Source: an optimization exercise on an open RTL-to-GDS flow (aim: small area). Production flows keep margins and buffers that such runs may drop.
Where RTL was checked, it was by simulation tests only, not by an equivalence proof against the original.
Only the layout flow was run in run 2; the RTL was not checked for function there.

==> flow/design.v <==
module aes_round_key_store #(
  parameter int MAX_KEY_BITS = 256,
  parameter int RD_REG       = 1
) (
  input  logic         Clk,
  input  logic         Rst,
  input  logic         En,
  input  logic         Start,
  input  logic [1:0]   KeyLen,
  input  logic [255:0] KeyIn,
  input  logic         Inverse,
  output logic         Busy,
  output logic         Done,
  output logic         Err,
  output logic         KeyValid,
  output logic [3:0]   Nr,
  input  logic         RkRdEn,
  input  logic [3:0]   RkRdIdx,
  output logic [127:0] RkRdData,
  output logic         RkRdValid
);
  function automatic logic [7:0] xtime(input logic [7:0] a);
    xtime = {a[6:0], 1'b0} ^ (a[7] ? 8'h1b : 8'h00);
  endfunction
  function automatic logic [31:0] mix_col(input logic [31:0] c);
    logic [7:0] a0, a1, a2, a3, t;
    {a0, a1, a2, a3} = c;
    t = a0 ^ a1 ^ a2 ^ a3;
    mix_col = {a0 ^ t ^ xtime(a0 ^ a1), a1 ^ t ^ xtime(a1 ^ a2),
               a2 ^ t ^ xtime(a2 ^ a3), a3 ^ t ^ xtime(a3 ^ a0)};
  endfunction
  function automatic logic [31:0] imc_pre(input logic [31:0] c);
    logic [7:0] a0, a1, a2, a3, u, v;
    {a0, a1, a2, a3} = c;
    u = xtime(xtime(a0 ^ a2));
    v = xtime(xtime(a1 ^ a3));
    imc_pre = {a0 ^ u, a1 ^ v, a2 ^ u, a3 ^ v};
  endfunction
  function automatic logic [7:0] sbox(input logic [7:0] x);
    logic U0, U1, U2, U3, U4, U5, U6, U7;
    logic T1, T2, T3, T4, T5, T6, T7, T8, T9, T10, T11, T12;
    logic T13, T14, T15, T16, T17, T18, T19, T20, T21, T22, T23, T24;
    logic T25, T26, T27, M1, M2, M3, M4, M5, M6, M7, M8, M9;
    logic M10, M11, M12, M13, M14, M15, M16, M17, M18, M19, M20, M21;
    logic M22, M23, M24, M25, M26, M27, M28, M29, M30, M31, M32, M33;
    logic M34, M35, M36, M37, M38, M39, M40, M41, M42, M43, M44, M45;
    logic M46, M47, M48, M49, M50, M51, M52, M53, M54, M55, M56, M57;
    logic M58, M59, M60, M61, M62, M63, L0, L1, L2, L3, L4, L5;
    logic L6, L7, L8, L9, L10, L11, L12, L13, L14, L15, L16, L17;
    logic L18, L19, L20, L21, L22, L23, L24, L25, L26, L27, L28, L29;
    logic [7:0] s;
    {U0, U1, U2, U3, U4, U5, U6, U7} = x;
    T1 = U0^U3; T2 = U0^U5; T3 = U0^U6; T4 = U3^U5;
    T5 = U4^U6; T6 = T1^T5; T7 = U1^U2; T8 = U7^T6;
    T9 = U7^T7; T10 = T6^T7; T11 = U1^U5; T12 = U2^U5;
    T13 = T3^T4; T14 = T6^T11; T15 = T5^T11; T16 = T5^T12;
    T17 = T9^T16; T18 = U3^U7; T19 = T7^T18; T20 = T1^T19;
    T21 = U6^U7; T22 = T7^T21; T23 = T2^T22; T24 = T2^T10;
    T25 = T20^T17; T26 = T3^T16; T27 = T1^T12; M1 = T13&T6;
    M2 = T23&T8; M3 = T14^M1; M4 = T19&U7; M5 = M4^M1;
    M6 = T3&T16; M7 = T22&T9; M8 = T26^M6; M9 = T20&T17;
    M10 = M9^M6; M11 = T1&T15; M12 = T4&T27; M13 = M12^M11;
    M14 = T2&T10; M15 = M14^M11; M16 = M3^M2; M17 = M5^T24;
    M18 = M8^M7; M19 = M10^M15; M20 = M16^M13; M21 = M17^M15;
    M22 = M18^M13; M23 = M19^T25; M24 = M22^M23; M25 = M22&M20;
    M26 = M21^M25; M27 = M20^M21; M28 = M23^M25; M29 = M28&M27;
    M30 = M26&M24; M31 = M20&M23; M32 = M27&M31; M33 = M27^M25;
    M34 = M21&M22; M35 = M24&M34; M36 = M24^M25; M37 = M21^M29;
    M38 = M32^M33; M39 = M23^M30; M40 = M35^M36; M41 = M38^M40;
    M42 = M37^M39; M43 = M37^M38; M44 = M39^M40; M45 = M42^M41;
    M46 = M44&T6; M47 = M40&T8; M48 = M39&U7; M49 = M43&T16;
    M50 = M38&T9; M51 = M37&T17; M52 = M42&T15; M53 = M45&T27;
    M54 = M41&T10; M55 = M44&T13; M56 = M40&T23; M57 = M39&T19;
    M58 = M43&T3; M59 = M38&T22; M60 = M37&T20; M61 = M42&T1;
    M62 = M45&T4; M63 = M41&T2; L0 = M61^M62; L1 = M50^M56;
    L2 = M46^M48; L3 = M47^M55; L4 = M54^M58; L5 = M49^M61;
    L6 = M62^L5; L7 = M46^L3; L8 = M51^M59; L9 = M52^M53;
    L10 = M53^L4; L11 = M60^L2; L12 = M48^M51; L13 = M50^L0;
    L14 = M52^M61; L15 = M55^L1; L16 = M56^L0; L17 = M57^L1;
    L18 = M58^L8; L19 = M63^L4; L20 = L0^L1; L21 = L1^L7;
    L22 = L3^L12; L23 = L18^L2; L24 = L15^L9; L25 = L6^L10;
    L26 = L7^L9; L27 = L8^L10; L28 = L11^L14; L29 = L11^L17;
    s[7] = L6^L24;
    s[6] = ~(L16^L26);
    s[5] = ~(L19^L28);
    s[4] = L6^L21;
    s[3] = L20^L22;
    s[2] = L25^L29;
    s[1] = ~(L13^L27);
    s[0] = ~(L6^L23);
    sbox = s;
  endfunction
  function automatic logic [7:0] rcon_of(input logic [3:0] j);
    logic [7:0] r;
    r = 8'h01 << (j - 4'd1);
    if (j == 4'd9)  r = 8'h1b;
    if (j == 4'd10) r = 8'h36;
    rcon_of = r;
  endfunction
  logic           fin;
  logic [5:0]     n_en;      
  logic [1:0]     kl;        
  logic           inv_q;     
  logic           xrun;
  logic [3:0]     j;
  logic [2:0]     ph;
  logic [1:0]     col;
  logic [3:0]     q;         
  logic [1919:0]  rg;        
  logic [1919:0]  rg_nx;
  logic           load, legal;
  logic           nk4, nk6, nk8, ph_last, j_last, keyph, special;
  logic           t_inv, a_inv, b_inv;
  logic [31:0]    w_a, w_b, w_k;
  logic [31:0]    m_in, m_plain, s_out;
  logic           pre, m_inv;
  logic [15:0]    sb_in, sb_out;
  logic [15:0]    s_hi;      
  logic [31:0]    u_in, u_pre, u_out;
  logic [31:0]    w_new;
  logic [5:0]     n_last;
  assign nk4     = (kl == 2'd0);
  assign nk6     = (kl == 2'd1);
  assign nk8     = kl[1];
  assign legal   = (KeyLen != 2'b11);
  assign load    = En && !Busy && Start && legal;
  assign n_last  = nk4 ? 6'd43 : nk6 ? 6'd51 : 6'd59;
  assign ph_last = nk4 ? (ph == 3'd3) : nk6 ? (ph == 3'd5) : (ph == 3'd7);
  assign j_last  = nk4 ? (j == 4'd10) : nk6 ? (j == 4'd8) : (j == 4'd7);
  assign keyph   = (j == 4'd0);
  assign special = !keyph && (ph == 3'd0 || (nk8 && ph == 3'd4));
  assign t_inv = inv_q && (!keyph || ph[2]) && !j_last;
  assign a_inv = inv_q && !(nk4 && j == 4'd1 && ph == 3'd0);
  assign b_inv = inv_q && (j >= 4'd2 || (j == 4'd1 && ph[2]));
  function automatic logic [31:0] rw(input logic [1:0] c, input int k);
    case (c)
      2'd0:    rw = rg[32*k +: 32];
      2'd1:    rw = rg[32*(15+k) +: 32];
      2'd2:    rw = rg[32*(30+k) +: 32];
      default: rw = rg[32*(45+k) +: 32];
    endcase
  endfunction
  assign w_a = rw(col - 2'd1, 14);
  assign w_k = rw(col, 0);
  assign w_b = nk4 ? rw(col, 11) : nk6 ? rw(col + 2'd2, 9) : rw(col, 7);
  assign pre     = ph_last || (nk8 && ph == 3'd3);
  assign m_in    = (pre && (b_inv || !t_inv)) ? (w_b ^ w_a) : w_a;
  assign m_inv   = pre ? t_inv : a_inv;
  assign m_plain = (pre && keyph) ? w_k :
                   ((m_inv ? mix_col(m_in) : m_in) ^ ((pre && t_inv && !b_inv) ? w_b : 32'h0));
  assign sb_in   = pre ? (ph_last ? m_plain[23:8] : m_plain[31:16])
                       : ((ph == 3'd0) ? {m_plain[7:0], m_plain[31:24]} : m_plain[15:0]);
  assign sb_out  = {sbox(sb_in[15:8]), sbox(sb_in[7:0])};
  assign s_out   = {s_hi ^ {(ph == 3'd0) ? rcon_of(j) : 8'h00, 8'h00}, sb_out};
  always_ff @(posedge Clk) s_hi <= sb_out;
  assign u_in  = keyph ? w_k : (special && t_inv) ? (s_out ^ (b_inv ? 32'h0 : w_b)) : w_b;
  assign u_pre = t_inv ? imc_pre(u_in) : u_in;
  assign u_out = mix_col(u_pre);
  always_comb begin
    if (keyph)
      w_new = t_inv ? u_out : w_k;
    else if (special && t_inv)
      w_new = u_out ^ (b_inv ? w_b : 32'h0);
    else
      w_new = ((t_inv ^ b_inv) ? u_out : w_b) ^ (special ? s_out : w_a);
  end
  always_ff @(posedge Clk) begin
    if (Rst) begin
      Busy     <= 1'b0;
      fin      <= 1'b0;
      Done     <= 1'b0;
      Err      <= 1'b0;
      KeyValid <= 1'b0;
      Nr       <= 4'd0;
      n_en     <= 6'd0;
      kl       <= 2'd0;
      inv_q    <= 1'b0;
    end else if (En) begin
      Done <= 1'b0;
      Err  <= 1'b0;
      if (!Busy) begin
        if (Start) begin
          if (legal) begin
            Busy     <= 1'b1;
            fin      <= 1'b0;
            KeyValid <= 1'b0;
            Nr       <= 4'd0;
            n_en     <= 6'd0;
            kl       <= KeyLen;
            inv_q    <= Inverse;
          end else begin
            Err <= 1'b1;
          end
        end
      end else if (!fin) begin
        n_en <= n_en + 6'd1;
        if (n_en == n_last) fin <= 1'b1;
      end else begin
        Busy     <= 1'b0;
        fin      <= 1'b0;
        Done     <= 1'b1;
        KeyValid <= 1'b1;
        Nr       <= nk4 ? 4'd10 : nk6 ? 4'd12 : 4'd14;
      end
    end
  end
  always_ff @(posedge Clk) begin
    if (Rst) begin
      xrun <= 1'b0;
      j    <= 4'd0;
      ph   <= 3'd0;
      col  <= 2'd0;
      q    <= 4'd0;
    end else if (load) begin
      xrun <= 1'b1;
      j    <= 4'd0;
      ph   <= 3'd0;
      col  <= 2'd0;
      q    <= 4'd0;
    end else begin
      q <= (q == 4'd14) ? 4'd0 : q + 4'd1;
      if (xrun) begin
        ph  <= ph_last ? 3'd0 : ph + 3'd1;
        col <= col + 2'd1;
        if (ph_last) j <= j + 4'd1;
        if (j_last && ph == 3'd3) xrun <= 1'b0;
      end
    end
  end
  always_comb begin
    for (int c = 0; c < 4; c++) begin
      for (int k = 0; k < 14; k++)
        rg_nx[32*(15*c+k) +: 32] = rg[32*(15*c+k+1) +: 32];
      rg_nx[32*(15*c+14) +: 32] = (xrun && col == c) ? w_new : rg[32*(15*c) +: 32];
    end
    if (load) begin
      for (int i = 0; i < 8; i++)
        rg_nx[32*(15*(i%4)+i) +: 32] = KeyIn[255-32*i -: 32];
    end
  end
  always_ff @(posedge Clk) rg <= rg_nx;
  logic         rd_ok;
  logic [3:0]   row0;
  logic [14:0]  sel;
  logic [127:0] rd_word;
  assign rd_ok = KeyValid && (RkRdIdx <= Nr);
  logic [3:0]   r4;        
  logic [4:0]   r4q;
  always_comb begin
    case (RkRdIdx)
      4'd0:    r4 = 4'd0;
      4'd1:    r4 = 4'd4;
      4'd2:    r4 = 4'd8;
      4'd3:    r4 = 4'd12;
      4'd4:    r4 = 4'd1;
      4'd5:    r4 = 4'd5;
      4'd6:    r4 = 4'd9;
      4'd7:    r4 = 4'd13;
      4'd8:    r4 = 4'd2;
      4'd9:    r4 = 4'd6;
      4'd10:   r4 = 4'd10;
      4'd11:   r4 = 4'd14;
      4'd12:   r4 = 4'd3;
      4'd13:   r4 = 4'd7;
      4'd14:   r4 = 4'd11;
      default: r4 = 4'd0;
    endcase
  end
  assign r4q  = {1'b0, r4} - {1'b0, q};
  assign row0 = r4q[4] ? r4q[3:0] + 4'd15 : r4q[3:0];
  logic rd_take, rd_hold;
  assign rd_take = !Rst && En && RkRdEn;
  assign rd_hold = !Rst && !(En && RkRdEn);
  always_comb begin
    for (int k = 0; k < 15; k++) sel[k] = rd_take && rd_ok && (row0 == k);
  end
  always_comb begin
    rd_word = {128{rd_hold}} & RkRdData;
    for (int c = 0; c < 4; c++)
      for (int k = 0; k < 15; k++)
        rd_word[127-32*c -: 32] = rd_word[127-32*c -: 32] | ({32{sel[k]}} & rg[32*(15*c+(k+c)%15) +: 32]);
  end
  always_ff @(posedge Clk) begin
    RkRdData <= rd_word;
    if (Rst || (En && RkRdEn)) RkRdValid <= !Rst && rd_ok;
  end
endmodule
==> flow/run.sh <==
#!/bin/bash
# synth_recipe.tcl (not shown) runs the flow's synth.tcl, then flattens the netlist and writes it again
# the make line also repeats each setting of config.mk as NAME=value (left out here)
make -C /OpenROAD-flow-scripts/flow DESIGN_CONFIG=/design/flow/config.mk WORK_HOME=/design/flow/orfs CLKGATE_MAP_FILE= SYNTH_SCRIPT=/design/flow/synth_recipe.tcl finish
==> flow/config.mk <==
export PLATFORM = sky130hd
export DESIGN_NAME = aes_round_key_store
export DESIGN_NICKNAME = aes_round_key_store
export VERILOG_FILES = /design/flow/design.v
export SDC_FILE = /design/flow/constraint.sdc
export NUM_CORES = 4
export LEC_CHECK = 0
export CAP_MARGIN = 20
export CORE_MARGIN = 2
export CORE_UTILIZATION = 40
export SLEW_MARGIN = 20
==> flow/constraint.sdc <==
create_clock -name core_clock -period 25.0 [get_ports {Clk}]
set_input_delay 5.0000 -clock core_clock [delete_from_list [all_inputs] [get_ports {Clk}]]
set_output_delay 5.0000 -clock core_clock [all_outputs]
set_load 0.01 [all_outputs]
==> flow_summary.ini, run 1 <==
[global_routing]
grt_usage_pct = 31.2
grt_max_degree = 124
grt_pass1_vias = 60994
overflow = 0
grt_antenna_before_repair = 27
grt_first_pass_wirelength_mm = 453

[clock_tree]
root_buffer = clkbuf_16
cts_setup_buffers = 0
clkTransAtPathRegs_ps = 70
cts_tree = done
clk_latency_ps = 870
post_cts_resized = 0
numCtsBuffers = 194
h-tree-depth = 4
cts_buffer_depth = 3
hold_buffers = 0
clock_sinks = 2095

[critical_path]
crit_type = flip-flop to flip-flop
slowest_stage = xnor2_1
cpPeakStageDelay_ps = 910
reg2regPathDepth = 45
r2r_start = j[0]
critPathLaunchType = flip-flop
worstPathMaxFanout = 32
cp-endpoint = rg[459]
r2r_slack_ps = 9930
r2r-end = rg[459]
cp-startpoint = j[0]
arrival_ps = 15760
cp.required_ps = 25690
worst_setup_path_end_kind = flip-flop

[sta]
clock_skew_ps = 61.0
fin_crit_sh_pct = 60.3
rsz0062_at_grt = no
tightest_slew_ps = 1330
finalHoldViolations = 0
fin_crit_ps = 15070
layout_setup_ws_ps = 9930
timing.fmax_ghz = 0.0664
slew_headroom_pct = 11.5
finalMaxSlewViolations = 0
finalSetupTns_ps = 0
finalSetupViolCount = 0

[yosys]
syn_avg_cell_area_um2 = 11.2
synthTopCellsByArea = dfxtp_1 (54%), a221oi_1 (6.1%), a22o_1 (5.8%)
synthCells = 7000
ys_seq_area_share_pct = 53.7
yosys.area.top_type_share_pct = 53.7
async_flop_share_pct = 0
yosys.area.top_type = dfxtp_1
ys_warn_count = 1
yosys_most_used_dff = dfxtp_1
ys_ff_latch = 2095
ys_types = 129
synth_nets = 7301
synthesis.area_um2 = 78100
synth-edff-count = 1

[worst_hold_path]
min_path_type = flip-flop to flip-flop

[drt]
vias = 63853
vias_per_cell = 6.42
ant_nets = 0
first_pass_iters = 9
drt-total-wl_mm = 323
drcViolationCount = 0
wl_per_cell_um = 32.5
drt_iter0_drc = 9188

[placed_design]
dp_slack_ps = 10360
portBuffers = 403
globalplace.congestion = 0.971
dp_hpwl_mm = 215

[layout]
fin_nets = 7555
final_common_cell = dfxtp_1
area_delta_synth_final_pct = 17.0
drive_gt1_share_pct = 12.6
layout_common_cells = dfxtp_1 (2093), a221oi_1 (547), a22o_1 (518)

[floorplanning]
die_x_um = 446
die_y_um = 446
start_util_pct = 40.2
pin_count = 405
num_rows = 162
core-area_um2 = 194000
dieArea_um2 = 199000

[run]
cap_violations = 0

[outcome]
status = complete, no violations
-- critical path: cells and delay by family (launching register included) --
kind | cells | cell delay [ps]
AND/OR/NAND/NOR | 11 | 2990
flip-flops | 1 | 460
XOR/XNOR | 10 | 4350
adder cells (fa/ha/maj) | 3 | 1000
multiplexers | 2 | 660
AO/OA/AOI/OAI | 11 | 3700
buffers and inverters | 8 | 1710
-- kinds of logic after synthesis --
kind of cell	Yosys count	share of synthesized area, %
simple gates	1227	7.74
flops	2095	53.7
buf+inv	594	3.32
fa+ha+maj	33	0.538
xor+xnor	487	7.46
compound gates	2205	22.1
mux	358	5.09
other cells	1	0.00480
-- state kept, by name, summed over array words and instances (netlist names), 2 cells and up --
signal	flops
n_en	6
rg	1920
kl	2
j	4
q	4
Nr	2
s_hi	16
RkRdData	128
col	2
ph	3
-- cell type report --
cell class | count | area, um2
Clock inverter | 70 | 1140
Antenna cell | 11 | 27.5
Timing Repair Buffer | 573 | 5440
Inverter | 79 | 299
Multi-Input combinational cell | 4311 | 33800
Sequential cell | 2095 | 42000
Clock buffer | 271 | 5560
Fill cell | 17689 | 103000
Tap cell | 2542 | 3180
-- metrics by stage --
stage | hold slack (ps) | util [%] | instance area (um2) | instances
floorplan | 331 | - | 78100 | 7000
detailed placement | 336 | 43.6 | 84700 | 9599
finish | 306 | 47.0 | 91400 | 9952
CTS | 318 | 47.0 | 91400 | 9940
global route | 322 | 47.0 | 91400 | 9946
global placement | 332 | 43.6 | 84700 | 9599
-- metal layers --
metal  global-route usage (%)  share of wire [%]  vias up
met3                     7.07                 10      641
met4                     14.0                4.8       20
met5                        0              0.042        -
met1                     42.6                 42    32087
met2                     47.0                 43     3921
li1                         -                  -    27184
-- cell usage after synthesis (15+ instances only) --
cell type	n
nand2_1	324
o21ai_1	43
xnor2_2	19
a221oi_1	547
nor3_1	83
a22o_1	518
o21ai_0	161
a211oi_1	50
nor2b_1	33
nor4_1	20
and2_1	36
inv_1	78
dfxtp_1	2094
xnor3_1	77
nand3_1	65
mux2i_1	63
a222oi_1	103
clkbuf_1	376
nor2_1	343
a21oi_1	304
xor2_1	110
a211o_1	19
o211ai_1	39
o221ai_1	16
a31oi_1	43
and3_1	29
or3_1	25
buf_4	22
buf_2	54
nand4_1	149
mux2_2	291
o21a_1	15
buf_6	22
o22ai_1	36
buf_1	37
a22oi_1	87
nand2b_1	23
o31ai_1	29
o2bb2ai_1	37
ha_1	32
xnor2_1	255
-- how the worst min path moves through the flow --
stage	start	end	slack, ps	cells past startpoint
2_1_floorplan	rg[132]	rg[100]	330	0
3_3_place_gp	rg[906]	rg[874]	330	0
3_5_place_dp	rg[1507]	rg[1475]	340	0
4_1_cts	rg[1851]	rg[1819]	320	0
5_1_grt	rg[1851]	rg[1819]	320	0
6_report	rg[1851]	rg[1819]	310	0
==> run 2, diff against run 1 <==
--- a/flow/design.v
+++ b/flow/design.v
@@ -91,11 +91,19 @@
     sbox = s;
   endfunction
   function automatic logic [7:0] rcon_of(input logic [3:0] j);
-    logic [7:0] r;
-    r = 8'h01 << (j - 4'd1);
-    if (j == 4'd9)  r = 8'h1b;
-    if (j == 4'd10) r = 8'h36;
-    rcon_of = r;
+    case (j)
+      4'd1:    rcon_of = 8'h01;
+      4'd2:    rcon_of = 8'h02;
+      4'd3:    rcon_of = 8'h04;
+      4'd4:    rcon_of = 8'h08;
+      4'd5:    rcon_of = 8'h10;
+      4'd6:    rcon_of = 8'h20;
+      4'd7:    rcon_of = 8'h40;
+      4'd8:    rcon_of = 8'h80;
+      4'd9:    rcon_of = 8'h1b;
+      4'd10:   rcon_of = 8'h36;
+      default: rcon_of = 8'h00;
+    endcase
   endfunction
   logic           fin;
   logic [5:0]     n_en;      
@@ -268,20 +276,19 @@
   end
   assign r4q  = {1'b0, r4} - {1'b0, q};
   assign row0 = r4q[4] ? r4q[3:0] + 4'd15 : r4q[3:0];
-  logic rd_take, rd_hold;
-  assign rd_take = !Rst && En && RkRdEn;
-  assign rd_hold = !Rst && !(En && RkRdEn);
-  always_comb begin
-    for (int k = 0; k < 15; k++) sel[k] = rd_take && rd_ok && (row0 == k);
-  end
-  always_comb begin
-    rd_word = {128{rd_hold}} & RkRdData;
+  always_comb begin
+    for (int k = 0; k < 15; k++) sel[k] = !Rst && rd_ok && (row0 == k);
+  end
+  always_comb begin
+    rd_word = '0;
     for (int c = 0; c < 4; c++)
       for (int k = 0; k < 15; k++)
-        rd_word[127-32*c -: 32] = rd_word[127-32*c -: 32] | ({32{sel[k]}} & rg[32*(15*c+(k+c)%15) +: 32]);
+        if (sel[k]) rd_word[127-32*c -: 32] = rd_word[127-32*c -: 32] | rg[32*(15*c+(k+c)%15) +: 32];
   end
   always_ff @(posedge Clk) begin
-    RkRdData <= rd_word;
-    if (Rst || (En && RkRdEn)) RkRdValid <= !Rst && rd_ok;
+    if (Rst || (En && RkRdEn)) begin
+      RkRdValid <= !Rst && rd_ok;
+      RkRdData  <= rd_word;
+    end
   end
 endmodule
==> run 2 against run 1 <==
Against the previous run: fmax is 0.43% lower; count of clock-buffer cells in the layout increased by 15; register-to-register slack worse by 70 ps; hold slack improved by 1.3 ps; flip-flop and latch count grew 8; cell area increased by 1.2%; still clean; first-iteration DRC count rose by 3.3%.
==> flow_summary.ini, run 2 <==
[placed_design]
globalplace.congestion = 1.02
place_inst = 10216
placed_cell_area_um2 = 85600
portBuffers = 403
dp_hpwl_mm = 226

[yosys]
synth_nets = 7824
synth_xor_area_share_pct = 7.62
synthMuxAreaShare_pct = 1.34
synthSimpleGateAreaFrac_pct = 11.9
ys_warn_count = 1
yosys.area.top_type = dfxtp_1
ys_ff_latch = 2103
yosys-top-cells-count = dfxtp_1 (1974), nand2_1 (1107), a22oi_1 (557), nor2_1 (367), clkbuf_1 (354)
synthCells = 7521
synth.most_common_cell = dfxtp_1
yosys_most_used_dff = dfxtp_1
synthTopCellsByArea = dfxtp_1 (50%), a22oi_1 (5.3%), nand2_1 (5.3%)
synth-edff-count = 129
async_flop_share_pct = 0
synthesis.area_um2 = 78800
syn_avg_cell_area_um2 = 10.5
synth_compound_area_share_pct = 20.1
synth_top_family_by_area = compound AO/OA/AOI/OAI gates
yosys.area.top_type_share_pct = 50.2
synth-adder-area-share_pct = 0.578
ys_types = 123
ys_seq_area_share_pct = 55.1

[sta]
slew_headroom_pct = 14.1
fin_crit_sh_pct = 60.5
rsz0062_at_grt = no
clock_skew_ps = 71.0
timing.fmax_ghz = 0.0661
holdWs_ps = 308
finalMaxSlewViolations = 0
finalHoldViolations = 0
finalSetupTns_ps = 0
tightest_slew_ps = 1290
finalSetupViolCount = 0
fin_crit_ps = 15130

[clock_tree]
cts_setup_buffers = 0
post_cts_resized = 0
numCtsBuffers = 198
h-tree-depth = 4
cts_tree = done
clock_sinks = 2103
root_buffer = clkbuf_16
clk_latency_ps = 880
clkTransAtPathRegs_ps = 60
cts_buffer_depth = 3
hold_buffers = 0

[floorplanning]
num_rows = 162
die_x_um = 448
core-area_um2 = 195000
dieArea_um2 = 201000
start_util_pct = 40.3
die_y_um = 448
pin_count = 405

[global_routing]
globalRoute.busiestLayer = met2
grt_pass1_vias = 64316
use_met3_pct = 6.20
use_met2_pct = 50.0
grt_usage_pct = 32.2
grt_antenna_before_repair = 12
grt_max_degree = 119
use_met1_pct = 42.0
grt_first_pass_wirelength_mm = 468
overflow = 0

[critical_path]
cp.required_ps = 25800
slowest_stage = xnor2_1
worst_setup_path_end_kind = flip-flop
crit_type = flip-flop to flip-flop
critPathLaunchType = flip-flop
arrival_ps = 15930
cpPeakStageDelay_ps = 990
worstPathMaxFanout = 39

[layout]
layoutNonFillerInstCount = 10590
n_fill_cell = 18132
layout_common_cells = dfxtp_1 (1973), nand2_1 (1107), a22oi_1 (557)
largest_register_ffs = 1920
fin_nets = 8095
design_area_um2 = 92500
drive_gt1_share_pct = 9.20
final_common_cell = dfxtp_1
top_register = rg
largest_registers = rg x1920, RkRdData x128, s_hi x16
area_delta_synth_final_pct = 17.4

[run]
cap_violations = 0

[outcome]
status = complete, no violations

[drt]
ant_nets = 0
drcViolationCount = 0
first_pass_iters = 7
wl_per_cell_um = 31.5
drt-total-wl_mm = 334
drt_iter0_drc = 9495
vias = 65788
vias_per_cell = 6.21

[worst_hold_path]
min_path_type = flip-flop to flip-flop
-- run 2: worst paths after layout --
check / start / to / slack (ps) / cells past startpoint
setup / recovery: col[1] / rg[939] / 9870 / 40
hold / removal: rg[1496] / rg[1464] / 310 / 0
setup reg to reg: col[1] / rg[939] / 9870 / 40
hold reg to reg: rg[1496] / rg[1464] / 310 / 0
-- run 2: kinds of logic (layout without fill, tap and decap cells) --
kind of cell | Yosys count | count (layout)
mux | 95 | 95
xor+xnor | 490 | 490
compound gates | 2104 | 2104
flops | 2103 | 2103
fa+ha+maj | 36 | 36
buf+inv | 611 | 1049
other cells | 1 | 8
simple gates | 2081 | 2081
-- run 2: metal layers --
metal  vias to the layer above  share of wire, %
met5                         -             0.019
met4                         8               6.2
met3                       751               9.4
met2                      4032                44
met1                     32679                40
li1                      28318                 -
-- run 2: area by class of cell --
| type | instances | area [um2] | area share, % |
|---|---|---|---|
| antenna | 7 | 17.5 | 0.0189 |
| tap | 2624 | 3280 | 3.55 |
| sequential | 2103 | 43400 | 46.9 |
| timing repair buffer | 591 | 5530 | 5.98 |
| clock inverter | 81 | 987 | 1.07 |
| inverter | 91 | 343 | 0.371 |
| multi-input combinational | 4807 | 33100 | 35.8 |
| clock buffer | 286 | 5840 | 6.32 |
-- run 2: through the flow --
stage / setup slack [ps] / utilization (%)
4_1_cts: 10270 / 47.3
2_1_floorplan: 13010 / -
3_3_place_gp: 10550 / 43.8
5_1_grt: 9360 / 47.3
6_report: 9870 / 47.3
3_5_place_dp: 10260 / 43.8
-- run 2: critical path: cells and delay by family (launching register included) --
family,cells,cell delay (ps)
compound gates,9,2710
xor+xnor,14,6230
fa+ha+maj,2,880
buf+inv,5,2000
flops,1,390
mux,3,1000
simple gates,7,1750

[what the ideal ports hide]
The results above use ideal ports. As a check the final layouts listed here were re-extracted and re-timed, cells and wires unchanged. Step 1 sets driving cells, clkbuf_16 on the clock port and buf_2 on the other inputs (assumed; they add their load-dependent delay and slew). Step 2 times the ports against the registers' clock, not the clock port: input delays grow and output delays shrink by t, the midpoint of the rising clock arrivals with the driver on. a / b / c = ideal / step 1 / step 2; a / b = the first two.
run | t, ns | slack for setup (ns) | worst data-port slew with drivers (ns)
run 1 | 0.931 | 9.933 / 9.933 / 9.933 | 0.26
run 2 | 0.937 | 9.868 / 9.868 / 9.868 | 0.11
After both steps setup and hold are still met in every run listed.
